From an optimization exercise on the open Yosys and OpenROAD flow, aimed at small area and a short achievable clock period; shortcuts taken in it are not production practice. Function not checked in this run: the RTL went through the layout flow alone. No activity file was given, so power comes from the tool's default toggle rates.

==> flow/design.v <==
module sys_matmul_stream #(
  parameter int N      = 3,
  parameter int DW     = 8,
  parameter int ACC_W  = 2*DW + $clog2(N),
  parameter int SIGNED = 0
) (
  input  logic             CLK,
  input  logic             rst_n,
  input  logic             vld_in,
  output logic             rdy_in,
  input  logic [DW-1:0]    a,
  input  logic [DW-1:0]    b,
  input  logic             keep,
  output logic             vld_out,
  input  logic             rdy_out,
  output logic [ACC_W-1:0] c,
  output logic             last_out,
  output logic             busy,
  output logic [1:0]       dbg_state
);
  localparam logic [1:0] S_LOAD = 2'd0, S_MAC = 2'd1, S_DRAIN = 2'd2;
  localparam int UD = 0, UY = 1, UZ = 2;
  logic [1:0]       r_state;
  logic             r_rdy;         
  logic [1:0]       r_i, r_j;
  logic             r_busy;
  logic             r_zero;        
  logic             r_clr;         
  logic             r_ph1;         
  logic             r_h1, r_h1i1;  
  logic             r_enD, r_enYZ, r_clrD, r_clrYZ, r_cD1, r_cY1, r_pzD;
  logic [2:0]       r_wD, r_wYZ;   
  logic [9:0]       r_ld;          
  logic [ACC_W-1:0] r_cout;
  logic [DW-1:0]    r_a [2];       
  logic [DW-1:0]    r_b [2];
  logic [DW-1:0]    r_az, r_by;
  logic [14:0]      r_ps [3];      
  logic [14:1]      r_pc [3];
  logic [ACC_W-1:0] r_c [3][3];
  logic w_in_hs, w_out_hs, w_mac, w_drain, w_ld;
  assign w_mac     = r_state[0];
  assign w_drain   = r_state[1];
  assign rdy_in    = r_rdy;
  assign vld_out   = w_drain;
  assign last_out  = r_ld[9];
  assign c         = r_cout;
  assign busy      = r_busy;
  assign dbg_state = r_state;
  assign w_in_hs   = vld_in && rdy_in;
  assign w_out_hs  = w_drain && rdy_out;
  assign w_ld      = (w_mac && (r_j == 2'd2)) || w_out_hs;
  logic w_clr_now;
  assign w_clr_now = ((r_i == 2'd0) && (r_j == 2'd0)) ? (!keep || r_zero) : r_clr;
  always_ff @(posedge CLK) begin
    if (!rst_n) begin
      r_state <= S_LOAD;
      r_rdy   <= 1'b1;
      r_i     <= '0;
      r_j     <= '0;
      r_busy  <= 1'b0;
      r_zero  <= 1'b1;
      r_ph1   <= 1'b0;
      r_h1    <= 1'b0;
      r_h1i1  <= 1'b0;
      r_enD   <= 1'b0;
      r_enYZ  <= 1'b0;
      r_wD    <= 3'b001;
      r_wYZ   <= 3'b001;
      r_ld    <= 10'd1;
    end else begin
      case (r_state)
        S_LOAD:  if (w_in_hs && (r_i == 2'd2)) begin r_state <= S_MAC; r_rdy <= 1'b0; end
        S_MAC:   if (r_j == 2'd2) r_state <= S_DRAIN;
                 else begin r_state <= S_LOAD; r_rdy <= 1'b1; end
        default: if (w_out_hs && r_ld[9]) begin r_state <= S_LOAD; r_rdy <= 1'b1; end
      endcase
      r_ph1  <= w_mac;
      r_h1   <= w_in_hs;
      r_h1i1 <= w_in_hs && (r_i == 2'd1);
      r_enD  <= r_h1;
      r_enYZ <= r_h1i1 || w_mac || r_ph1;
      if (r_enD)  r_wD  <= {r_wD[1:0], r_wD[2]};
      if (r_enYZ) r_wYZ <= {r_wYZ[1:0], r_wYZ[2]};
      if (w_in_hs) begin
        r_i    <= (r_i == 2'd2) ? 2'd0 : r_i + 2'd1;
        r_busy <= 1'b1;
        if ((r_i == 2'd0) && (r_j == 2'd0)) r_zero <= 1'b0;
      end
      if (w_mac) r_j <= (r_j == 2'd2) ? 2'd0 : r_j + 2'd1;
      if (w_out_hs && r_ld[9]) r_busy <= 1'b0;
      if (w_ld) begin
        r_ld   <= {r_ld[8:0], r_ld[9]};
      end
    end
  end
  always_ff @(posedge CLK) begin
    if (w_in_hs && (r_i == 2'd0) && (r_j == 2'd0)) r_clr <= !keep || r_zero;
    r_cD1   <= w_in_hs && (r_j == 2'd0) && w_clr_now;
    r_pzD   <= w_in_hs && (r_i == 2'd0) && (r_j == 2'd0) && w_clr_now;
    r_clrD  <= r_cD1;
    r_cY1   <= w_in_hs && (r_i == 2'd1) && (r_j == 2'd0) && r_clr;
    r_clrYZ <= r_cY1 || (r_clr && ((w_mac && (r_j == 2'd0)) || (r_ph1 && (r_j == 2'd1))));
    if (w_in_hs) begin
      r_a[0] <= a;      r_a[1] <= r_a[0];
      r_b[0] <= b;      r_b[1] <= r_b[0];
    end
    if (w_in_hs && (r_i == 2'd0)) begin
      r_az <= a;
      r_by <= b;
    end else if (w_mac) begin
      r_az <= r_a[1];
      r_by <= r_b[1];
    end
  end
  always_ff @(posedge CLK)
    if (!rst_n || w_ld) r_cout <= w_cnext & {ACC_W{rst_n}};
  logic [2:0] w_ks [3];    
  logic [2:0] w_ps [3];    
  logic [ACC_W-1:0] w_cnext;
  always_comb begin
    w_ks[UD] = {r_ld[8], r_ld[4], r_ld[0]};
    w_ks[UY] = {r_ld[7], r_ld[6], r_ld[3]};
    w_ks[UZ] = {r_ld[5], r_ld[2], r_ld[1]};
    for (int u = 0; u < 3; u++) begin
      logic [2:0] w;
      w = (u == UD) ? r_wD : r_wYZ;
      for (int p = 0; p < 3; p++)
        w_ps[u][p] = (w[0] & w_ks[u][p]) | (w[1] & w_ks[u][(p+1)%3]) | (w[2] & w_ks[u][(p+2)%3]);
    end
    w_cnext = '0;
    for (int u = 0; u < 3; u++)
      for (int p = 0; p < 3; p++)
        w_cnext = w_cnext | (r_c[u][p] & {ACC_W{w_ps[u][p]}});
  end
  logic [15:0] w_ms [3], w_mc [3];
  mul8cs u_mD (.x(r_a[0]), .y(r_b[0]), .s(w_ms[UD]), .c(w_mc[UD]));
  mul8cs u_mY (.x(r_a[0]), .y(r_by),   .s(w_ms[UY]), .c(w_mc[UY]));
  mul8cs u_mZ (.x(r_az),   .y(r_b[0]), .s(w_ms[UZ]), .c(w_mc[UZ]));
  always_ff @(posedge CLK) begin
    for (int u = 0; u < 3; u++) begin
      r_ps[u] <= w_ms[u][14:0];
      r_pc[u] <= w_mc[u][14:1];
    end
  end
  logic w_en [3], w_rz [3], w_pz [3];
  assign w_en[UD] = r_enD;
  assign w_en[UY] = r_enYZ;
  assign w_en[UZ] = r_enYZ;
  assign w_rz[UD] = r_clrD && !r_wD[2];
  assign w_rz[UY] = r_clrYZ && !r_wYZ[2];
  assign w_rz[UZ] = w_rz[UY];
  assign w_pz[UD] = r_pzD;
  assign w_pz[UY] = r_cY1;
  assign w_pz[UZ] = r_cY1;
  always_ff @(posedge CLK) begin
    for (int u = 0; u < 3; u++)
      if (w_en[u]) begin
        r_c[u][0] <= w_rz[u] ? '0 : r_c[u][1];
        r_c[u][1] <= r_c[u][2];
        r_c[u][2] <= r_c[u][0] + ACC_W'(r_ps[u]) + ACC_W'({r_pc[u], 1'b0});
      end else if (w_pz[u]) begin
        r_c[u][0] <= '0;
      end
  end
endmodule
module mul8cs (input logic [7:0] x, input logic [7:0] y, output logic [15:0] s, output logic [15:0] c);
  wire pp0_0 = x[0] & y[0];
  wire pp0_1 = x[0] & y[1];
  wire pp0_2 = x[0] & y[2];
  wire pp0_3 = x[0] & y[3];
  wire pp0_4 = x[0] & y[4];
  wire pp0_5 = x[0] & y[5];
  wire pp0_6 = x[0] & y[6];
  wire pp0_7 = x[0] & y[7];
  wire pp1_0 = x[1] & y[0];
  wire pp1_1 = x[1] & y[1];
  wire pp1_2 = x[1] & y[2];
  wire pp1_3 = x[1] & y[3];
  wire pp1_4 = x[1] & y[4];
  wire pp1_5 = x[1] & y[5];
  wire pp1_6 = x[1] & y[6];
  wire pp1_7 = x[1] & y[7];
  wire pp2_0 = x[2] & y[0];
  wire pp2_1 = x[2] & y[1];
  wire pp2_2 = x[2] & y[2];
  wire pp2_3 = x[2] & y[3];
  wire pp2_4 = x[2] & y[4];
  wire pp2_5 = x[2] & y[5];
  wire pp2_6 = x[2] & y[6];
  wire pp2_7 = x[2] & y[7];
  wire pp3_0 = x[3] & y[0];
  wire pp3_1 = x[3] & y[1];
  wire pp3_2 = x[3] & y[2];
  wire pp3_3 = x[3] & y[3];
  wire pp3_4 = x[3] & y[4];
  wire pp3_5 = x[3] & y[5];
  wire pp3_6 = x[3] & y[6];
  wire pp3_7 = x[3] & y[7];
  wire pp4_0 = x[4] & y[0];
  wire pp4_1 = x[4] & y[1];
  wire pp4_2 = x[4] & y[2];
  wire pp4_3 = x[4] & y[3];
  wire pp4_4 = x[4] & y[4];
  wire pp4_5 = x[4] & y[5];
  wire pp4_6 = x[4] & y[6];
  wire pp4_7 = x[4] & y[7];
  wire pp5_0 = x[5] & y[0];
  wire pp5_1 = x[5] & y[1];
  wire pp5_2 = x[5] & y[2];
  wire pp5_3 = x[5] & y[3];
  wire pp5_4 = x[5] & y[4];
  wire pp5_5 = x[5] & y[5];
  wire pp5_6 = x[5] & y[6];
  wire pp5_7 = x[5] & y[7];
  wire pp6_0 = x[6] & y[0];
  wire pp6_1 = x[6] & y[1];
  wire pp6_2 = x[6] & y[2];
  wire pp6_3 = x[6] & y[3];
  wire pp6_4 = x[6] & y[4];
  wire pp6_5 = x[6] & y[5];
  wire pp6_6 = x[6] & y[6];
  wire pp6_7 = x[6] & y[7];
  wire pp7_0 = x[7] & y[0];
  wire pp7_1 = x[7] & y[1];
  wire pp7_2 = x[7] & y[2];
  wire pp7_3 = x[7] & y[3];
  wire pp7_4 = x[7] & y[4];
  wire pp7_5 = x[7] & y[5];
  wire pp7_6 = x[7] & y[6];
  wire pp7_7 = x[7] & y[7];
  wire hs0 = pp0_6 ^ pp1_5;
  wire hc0 = pp0_6 & pp1_5;
  wire tfs1 = pp0_7 ^ pp1_6;
  wire fs1 = tfs1 ^ pp2_5;
  wire fc1 = (pp0_7 & pp1_6) | (tfs1 & pp2_5);
  wire hs2 = pp3_4 ^ pp4_3;
  wire hc2 = pp3_4 & pp4_3;
  wire tfs3 = pp1_7 ^ pp2_6;
  wire fs3 = tfs3 ^ pp3_5;
  wire fc3 = (pp1_7 & pp2_6) | (tfs3 & pp3_5);
  wire hs4 = pp4_4 ^ pp5_3;
  wire hc4 = pp4_4 & pp5_3;
  wire tfs5 = pp2_7 ^ pp3_6;
  wire fs5 = tfs5 ^ pp4_5;
  wire fc5 = (pp2_7 & pp3_6) | (tfs5 & pp4_5);
  wire hs6 = pp0_4 ^ pp1_3;
  wire hc6 = pp0_4 & pp1_3;
  wire tfs7 = pp0_5 ^ pp1_4;
  wire fs7 = tfs7 ^ pp2_3;
  wire fc7 = (pp0_5 & pp1_4) | (tfs7 & pp2_3);
  wire hs8 = pp3_2 ^ pp4_1;
  wire hc8 = pp3_2 & pp4_1;
  wire tfs9 = hs0 ^ pp2_4;
  wire fs9 = tfs9 ^ pp3_3;
  wire fc9 = (hs0 & pp2_4) | (tfs9 & pp3_3);
  wire tfs10 = pp4_2 ^ pp5_1;
  wire fs10 = tfs10 ^ pp6_0;
  wire fc10 = (pp4_2 & pp5_1) | (tfs10 & pp6_0);
  wire tfs11 = fs1 ^ hs2;
  wire fs11 = tfs11 ^ pp5_2;
  wire fc11 = (fs1 & hs2) | (tfs11 & pp5_2);
  wire tfs12 = pp6_1 ^ pp7_0;
  wire fs12 = tfs12 ^ hc0;
  wire fc12 = (pp6_1 & pp7_0) | (tfs12 & hc0);
  wire tfs13 = fs3 ^ hs4;
  wire fs13 = tfs13 ^ pp6_2;
  wire fc13 = (fs3 & hs4) | (tfs13 & pp6_2);
  wire tfs14 = pp7_1 ^ fc1;
  wire fs14 = tfs14 ^ hc2;
  wire fc14 = (pp7_1 & fc1) | (tfs14 & hc2);
  wire tfs15 = fs5 ^ pp5_4;
  wire fs15 = tfs15 ^ pp6_3;
  wire fc15 = (fs5 & pp5_4) | (tfs15 & pp6_3);
  wire tfs16 = pp7_2 ^ fc3;
  wire fs16 = tfs16 ^ hc4;
  wire fc16 = (pp7_2 & fc3) | (tfs16 & hc4);
  wire tfs17 = pp3_7 ^ pp4_6;
  wire fs17 = tfs17 ^ pp5_5;
  wire fc17 = (pp3_7 & pp4_6) | (tfs17 & pp5_5);
  wire tfs18 = pp6_4 ^ pp7_3;
  wire fs18 = tfs18 ^ fc5;
  wire fc18 = (pp6_4 & pp7_3) | (tfs18 & fc5);
  wire tfs19 = pp4_7 ^ pp5_6;
  wire fs19 = tfs19 ^ pp6_5;
  wire fc19 = (pp4_7 & pp5_6) | (tfs19 & pp6_5);
  wire hs20 = pp0_3 ^ pp1_2;
  wire hc20 = pp0_3 & pp1_2;
  wire tfs21 = hs6 ^ pp2_2;
  wire fs21 = tfs21 ^ pp3_1;
  wire fc21 = (hs6 & pp2_2) | (tfs21 & pp3_1);
  wire tfs22 = fs7 ^ hs8;
  wire fs22 = tfs22 ^ pp5_0;
  wire fc22 = (fs7 & hs8) | (tfs22 & pp5_0);
  wire tfs23 = fs9 ^ fs10;
  wire fs23 = tfs23 ^ fc7;
  wire fc23 = (fs9 & fs10) | (tfs23 & fc7);
  wire tfs24 = fs11 ^ fs12;
  wire fs24 = tfs24 ^ fc9;
  wire fc24 = (fs11 & fs12) | (tfs24 & fc9);
  wire tfs25 = fs13 ^ fs14;
  wire fs25 = tfs25 ^ fc11;
  wire fc25 = (fs13 & fs14) | (tfs25 & fc11);
  wire tfs26 = fs15 ^ fs16;
  wire fs26 = tfs26 ^ fc13;
  wire fc26 = (fs15 & fs16) | (tfs26 & fc13);
  wire tfs27 = fs17 ^ fs18;
  wire fs27 = tfs27 ^ fc15;
  wire fc27 = (fs17 & fs18) | (tfs27 & fc15);
  wire tfs28 = fs19 ^ pp7_4;
  wire fs28 = tfs28 ^ fc17;
  wire fc28 = (fs19 & pp7_4) | (tfs28 & fc17);
  wire tfs29 = pp5_7 ^ pp6_6;
  wire fs29 = tfs29 ^ pp7_5;
  wire fc29 = (pp5_7 & pp6_6) | (tfs29 & pp7_5);
  wire hs30 = pp0_2 ^ pp1_1;
  wire hc30 = pp0_2 & pp1_1;
  wire tfs31 = hs20 ^ pp2_1;
  wire fs31 = tfs31 ^ pp3_0;
  wire fc31 = (hs20 & pp2_1) | (tfs31 & pp3_0);
  wire tfs32 = fs21 ^ pp4_0;
  wire fs32 = tfs32 ^ hc20;
  wire fc32 = (fs21 & pp4_0) | (tfs32 & hc20);
  wire tfs33 = fs22 ^ hc6;
  wire fs33 = tfs33 ^ fc21;
  wire fc33 = (fs22 & hc6) | (tfs33 & fc21);
  wire tfs34 = fs23 ^ hc8;
  wire fs34 = tfs34 ^ fc22;
  wire fc34 = (fs23 & hc8) | (tfs34 & fc22);
  wire tfs35 = fs24 ^ fc10;
  wire fs35 = tfs35 ^ fc23;
  wire fc35 = (fs24 & fc10) | (tfs35 & fc23);
  wire tfs36 = fs25 ^ fc12;
  wire fs36 = tfs36 ^ fc24;
  wire fc36 = (fs25 & fc12) | (tfs36 & fc24);
  wire tfs37 = fs26 ^ fc14;
  wire fs37 = tfs37 ^ fc25;
  wire fc37 = (fs26 & fc14) | (tfs37 & fc25);
  wire tfs38 = fs27 ^ fc16;
  wire fs38 = tfs38 ^ fc26;
  wire fc38 = (fs27 & fc16) | (tfs38 & fc26);
  wire tfs39 = fs28 ^ fc18;
  wire fs39 = tfs39 ^ fc27;
  wire fc39 = (fs28 & fc18) | (tfs39 & fc27);
  wire tfs40 = fs29 ^ fc19;
  wire fs40 = tfs40 ^ fc28;
  wire fc40 = (fs29 & fc19) | (tfs40 & fc28);
  wire tfs41 = pp6_7 ^ pp7_6;
  wire fs41 = tfs41 ^ fc29;
  wire fc41 = (pp6_7 & pp7_6) | (tfs41 & fc29);
  assign s[0] = pp0_0;
  assign c[0] = 1'b0;
  assign s[1] = pp0_1;
  assign c[1] = pp1_0;
  assign s[2] = hs30;
  assign c[2] = pp2_0;
  assign s[3] = fs31;
  assign c[3] = hc30;
  assign s[4] = fs32;
  assign c[4] = fc31;
  assign s[5] = fs33;
  assign c[5] = fc32;
  assign s[6] = fs34;
  assign c[6] = fc33;
  assign s[7] = fs35;
  assign c[7] = fc34;
  assign s[8] = fs36;
  assign c[8] = fc35;
  assign s[9] = fs37;
  assign c[9] = fc36;
  assign s[10] = fs38;
  assign c[10] = fc37;
  assign s[11] = fs39;
  assign c[11] = fc38;
  assign s[12] = fs40;
  assign c[12] = fc39;
  assign s[13] = fs41;
  assign c[13] = fc40;
  assign s[14] = pp7_7;
  assign c[14] = fc41;
  assign s[15] = 1'b0;
  assign c[15] = 1'b0;
endmodule
==> flow/run.sh <==
#!/bin/bash
# synth_recipe.tcl (not shown) runs the flow's synth.tcl, then flattens the netlist and writes it again
# the make line also repeats each setting of config.mk as NAME=value (left out here)
make -C /OpenROAD-flow-scripts/flow DESIGN_CONFIG=/design/flow/config.mk WORK_HOME=/design/flow/orfs CLKGATE_MAP_FILE= SYNTH_SCRIPT=/design/flow/synth_recipe.tcl finish
==> flow/config.mk <==
export PLATFORM = sky130hd
export DESIGN_NAME = sys_matmul_stream
export DESIGN_NICKNAME = sys_matmul_stream
export VERILOG_FILES = /design/flow/design.v
export SDC_FILE = /design/flow/constraint.sdc
export NUM_CORES = 4
export LEC_CHECK = 0
export CAP_MARGIN = 20
export CORE_MARGIN = 2
export CORE_UTILIZATION = 40
export CTS_CLUSTER_DIAMETER = 250
export CTS_CLUSTER_SIZE = 28
export SETUP_SLACK_MARGIN = 5
export SLEW_MARGIN = 20
==> flow/constraint.sdc <==
create_clock -name core_clock -period 8.0 [get_ports {CLK}]
set_input_delay 1.6000 -clock core_clock [delete_from_list [all_inputs] [get_ports {CLK}]]
set_output_delay 1.6000 -clock core_clock [all_outputs]
set_load 0.01 [all_outputs]
==> results.txt <==
==> cells in the mapped netlist, types with 8 or more instances <==
cell type / instances / area [um^2]
sky130_fd_sc_hd__a21o_1: 11 / 82.58
sky130_fd_sc_hd__inv_1: 110 / 412.9
sky130_fd_sc_hd__xnor2_1: 23 / 201.4
sky130_fd_sc_hd__a222oi_1: 18 / 180.2
sky130_fd_sc_hd__nand3_1: 9 / 45.04
sky130_fd_sc_hd__a22oi_1: 28 / 210.2
sky130_fd_sc_hd__a21oi_1: 45 / 225.2
sky130_fd_sc_hd__nor3_1: 10 / 50.05
sky130_fd_sc_hd__dfxtp_1: 122 / 2442
sky130_fd_sc_hd__mux2_2: 17 / 191.4
sky130_fd_sc_hd__a22o_1: 18 / 157.7
sky130_fd_sc_hd__mux2i_1: 8 / 80.08
sky130_fd_sc_hd__clkbuf_1: 40 / 150.1
sky130_fd_sc_hd__and2_1: 205 / 1282
sky130_fd_sc_hd__nor2_1: 47 / 176.4
sky130_fd_sc_hd__o21ai_0: 30 / 150.1
sky130_fd_sc_hd__edfxtp_1: 229 / 6877
sky130_fd_sc_hd__a31oi_1: 22 / 137.6
sky130_fd_sc_hd__a221oi_1: 18 / 157.7
sky130_fd_sc_hd__ha_1: 69 / 863.3
sky130_fd_sc_hd__a211oi_1: 9 / 67.56
sky130_fd_sc_hd__xor2_1: 12 / 105.1
sky130_fd_sc_hd__fa_1: 150 / 3003
sky130_fd_sc_hd__nand2_1: 114 / 427.9
==> registers in the layout (all words and copies together), names as in the netlist, 3 cells and up <==
| signal | cells |
|---|---|
| r_wYZ | 3 |
| r_a | 16 |
| r_cout | 18 |
| r_by | 8 |
| r_ps | 45 |
| r_wD | 3 |
| r_pc | 42 |
| r_b | 16 |
| r_ld | 10 |
| r_c | 162 |
| r_az | 8 |
==> worst reg2reg max path: stages (launching register included) <==
cell	delay [ns]
sky130_fd_sc_hd__edfxtp_1	0.39
sky130_fd_sc_hd__inv_1	0.06
sky130_fd_sc_hd__fa_1	0.47
sky130_fd_sc_hd__inv_1	0.04
sky130_fd_sc_hd__ha_2	0.19
sky130_fd_sc_hd__fa_2	0.38
sky130_fd_sc_hd__a21oi_4	0.19
sky130_fd_sc_hd__o2111ai_4	0.14
sky130_fd_sc_hd__a221o_1	0.40
sky130_fd_sc_hd__a21bo_2	0.22
sky130_fd_sc_hd__a21oi_2	0.14
sky130_fd_sc_hd__xnor2_1	0.07
==> logic make-up after synthesis <==
group | Yosys count | share of synthesized area, %
multiplexers | 25 | 1.484
adder cells (fa/ha/maj) | 219 | 21.14
flip-flops | 351 | 50.95
AO/OA/AOI/OAI | 240 | 9.556
buffers and inverters | 153 | 3.188
XOR/XNOR | 35 | 1.676
AND/OR/NAND/NOR | 417 | 12.01
==> how the worst max path moves through the flow <==
stage	start	end	slack, ns	depth (start not counted)
after floorplan	vld_in	r_rdy$_SDFFE_PN1P_	4.98	5
after global placement	rdy_out	r_cout[10]$_DFFE_PP_	3.97	3
after detailed placement	vld_in	r_by[5]$_DFFE_PP_	3.90	4
after CTS	r_ps[0][1]$_DFF_P_	r_c[2][15]$_DFFE_PP_	4.99	11
after global routing	r_c[3][1]$_SDFFCE_PP0P_	r_c[5][15]$_DFFE_PP_	4.94	12
final	r_c[6][1]$_SDFFCE_PP0P_	r_c[8][15]$_DFFE_PP_	5.06	11
==> metal layers <==
| metal | wire length (um) | track usage (%) | vias up |
|---|---|---|---|
| li1 | - | - | 5118 |
| met1 | 20900 | 28.18 | 5743 |
| met2 | 20550 | 30.66 | 402 |
| met3 | 3181 | 3.040 | 52 |
| met4 | 896 | 4.150 | 0 |
| met5 | 0 | 0 | - |
==> cells in the final DEF (no fill, tap or decap), types with 22 or more instances in the layout <==
| cell | n |
|---|---|
| sky130_fd_sc_hd__a21oi_1 | 41 |
| sky130_fd_sc_hd__a22oi_1 | 28 |
| sky130_fd_sc_hd__a31oi_1 | 22 |
| sky130_fd_sc_hd__and2_1 | 205 |
| sky130_fd_sc_hd__buf_4 | 31 |
| sky130_fd_sc_hd__dfxtp_1 | 117 |
| sky130_fd_sc_hd__dlygate4sd2_1 | 24 |
| sky130_fd_sc_hd__edfxtp_1 | 229 |
| sky130_fd_sc_hd__fa_1 | 146 |
| sky130_fd_sc_hd__ha_1 | 64 |
| sky130_fd_sc_hd__inv_1 | 107 |
| sky130_fd_sc_hd__nand2_1 | 113 |
| sky130_fd_sc_hd__nor2_1 | 46 |
| sky130_fd_sc_hd__o21ai_0 | 26 |
| sky130_fd_sc_hd__xnor2_1 | 23 |
==> cell type report <==
class	instances	area (um^2)
Inverter	110	416.7
Clock buffer	27	462.9
Clock inverter	1	16.27
Multi-Input combinational cell	936	8564
Sequential cell	351	9335
Tap cell	600	750.7
Fill cell	4146	24980
Timing Repair Buffer	81	754.5
==> repair_timing <==
item,in CTS,in global routing
setup endpoints to repair,120,23
resized for setup,52,19
pin swaps,10,12
buffers inserted,30,3
==> power by group <==
part | internal (mW) | total (mW) | switching, mW
Clock | 0.409 | 0.990 | 0.581
Combinational | 1.03 | 2.42 | 1.40
Sequential | 2.28 | 2.46 | 0.185
==> PnR_summary.wiki <==
{| class="wikitable"
! Metric !! Value
|-
| Crit path arrival time || 3.24 ns
|-
| Syn Inst Count || 1440
|-
| Number of synthesized flops with an enable pin || roughly 230
|-
| Setup ws final || slightly above 5 ns
|-
| Category of the most critical setup path || reg2reg
|-
| Share of final-layout standard cells stronger than drive strength 1 || under 10%
|-
| Floorplan row count || between 70 and 80
|-
| Total count of max-transition violations in the final report || 0
|-
| Startpoint class of the critical path || flop
|-
| Launch instance of the worst min-delay path || r_cD1$_DFF_P_
|-
| Clock tree from TritonCTS || yes
|-
| Maximum number of pins on one net before global-route repair || 68
|-
| Final-layout worst hold slack || ~0.34 ns
|-
| Largest fanout on the critical path || 3
|-
| Hpwl dp || approximately 32000 um
|-
| Worst Hold End || r_clrD$_DFF_P_
|-
| Hold Path Stages || 0
|-
| Wire length of the first global-routing pass || about 70000 um
|-
| Final Skew || roughly 0.021 ns
|-
| Initial Util || between 40 and 50%
|-
| Slew @ Worst Pin || ~1.1 ns
|-
| Die footprint || 0.04745 mm^2
|-
| Sequential cell area fraction in the yosys report || roughly half
|-
| Total Neg Setup Slack || 0 ns
|-
| Hold WC Path Type || reg2reg
|-
| Placement Cell Area || between 0.015 and 0.02 mm^2
|-
| Count of inserted antenna diode cells || 0
|-
| Ports placed on the boundary || 45
|-
| Launch instance of the worst register-to-register path || r_c[6][1]$_SDFFCE_PP0P_
|-
| CTS sink count || around 350
|-
| Critical path cell sequence || inv_1, fa_1, inv_1, ha_2, fa_2, a21oi_4, o2111ai_4, a221o_1, a21bo_2, a21oi_2, xnor2_1
|-
| Number of DRC violations after detailed routing || 0
|-
| Minimum setup slack among reg-to-reg paths || 5.06 ns
|-
| Total number of vias || between 10000 and 15000
|-
| Clock H-tree levels || 1
|-
| Deepest clock path buffer count || 3
|-
| Clock-pin transition on the worst setup and hold timing paths || between 0.1 and 0.15 ns
|-
| Critical path buffer and inverter count || 2
|-
| Net count, final || 1736
|-
| Async set-or-reset flop fraction in the synthesized netlist || 0%
|-
| Power density over the cells || a little under 300 mW/mm^2
|-
| Final Hold Violating Endpoints || 0
|-
| Synth cell types || 60
|-
| Count of buffers inserted at the top-level ports || 44
|-
| Number of antenna violations at the first check in global routing || 2
|-
| DRT iter0 DRCs || 1071
|-
| Largest stage delay on the critical path || about 0.47 ns
|-
| Post-layout total power || approximately 5.9 mW
|-
| Net Count, Synth || ~1700
|-
| FF-to-FF End || r_c[8][15]$_DFFE_PP_
|-
| Max-cap violation count || 0
|-
| CTS Hold Buffers Added || 0
|-
| Worst slew slack as a fraction of its limit || a little over a quarter
|-
| Most used DFF post-synth || sky130_fd_sc_hd__edfxtp_1
|-
| Vias in the first global route || about 11000
|-
| Kind of end point of the critical path || flop
|-
| Finished Layout Cells || 2106
|-
| Leakage component of the power || about 7.9 nW
|-
| Root Driver || sky130_fd_sc_hd__clkbuf_16
|-
| Post-Place Worst Slack || 3.902 ns
|-
| Tcrit/Tclk final || a little under two fifths
|-
| Global-route total usage across every layer || 19.36%
|-
| Die width || 217.8 um
|-
| Final Setup Violations || 0
|-
| GRT Residual Overflow || 0
|-
| Total wirelength of the detailed-routed design || between 40000 and 50000 um
|-
| Inserted Clock Buffers || 16
|-
| Yosys reg bits || 351
|-
| Global placement routability congestion || between 0.8 and 0.9
|-
| Number of nets still failing antenna checks after routing || 0
|-
| Worst IR drop on VDD || about 0.16 mV
|-
| Cell family contributing the most delay on the critical path || compound AO/OA/AOI/OAI gates
|-
| Mean instance size in the synthesized netlist || between 10 and 15 um^2
|-
| Status || complete, no violations
|-
| Final design utilization || 44.83%
|-
| Req. time, crit path || 8.30 ns
|-
| Length in cells of the worst reg-to-reg path || 11
|-
| Post-synthesis cell area || between 0.015 and 0.02 mm^2
|-
| Mean number of vias per cell || approximately 5.4
|-
| Core region area || between 0.04 and 0.05 mm^2
|-
| CP max-delay cell || sky130_fd_sc_hd__fa_1
|-
| # placed instances || between 2000 and 2500
|-
| Insertion delay of the later-clocked pin in the worst-skew pair || 0.54 ns
|-
| Synth Warn # || 23
|-
| Highest achievable clock rate || between 300 and 400 MHz
|-
| Post-route cell area || roughly 0.02 mm^2
|-
| Dominant cell type by count on the critical path || sky130_fd_sc_hd__inv_1
|-
| Unrepaired setup endpoints after global routing || true
|-
| Post-DR wirelength/cell || 21.61 um
|-
| Signed area change from the synthesized netlist to the final layout || 10.99%
|-
| Post-layout min period || slightly below 3 ns
|-
| Die Y || between 200 and 250 um
|-
| First-pass iteration count of the detailed router || 5
|}

afterwards: timing with drivers on the ports:
No port has a modelled driver above. Below, the same layout with a new extraction and two added sets of constraints. Step 1, drivers: a clkbuf_16 drives CLK and a buf_2 each remaining input, both assumed. Step 2 moves the port delays by t, midway between the first and last clock arrival at a register: inputs arrive t later, outputs are due t later. That takes back most of the time a late clock gives input paths. Three values: ideal, step 1, step 2; two values: the first two.
shift t [ns]: 0.583
setup slack, ns: 5.059 / 5.029 / 4.561
worst setup path at the end: input to register
worst data-port slew with drivers (ns): 0.03
After both steps this run still meets setup and hold. The setup slack of this run moves by -0.030 ns with the drivers and by -0.498 ns with both steps.
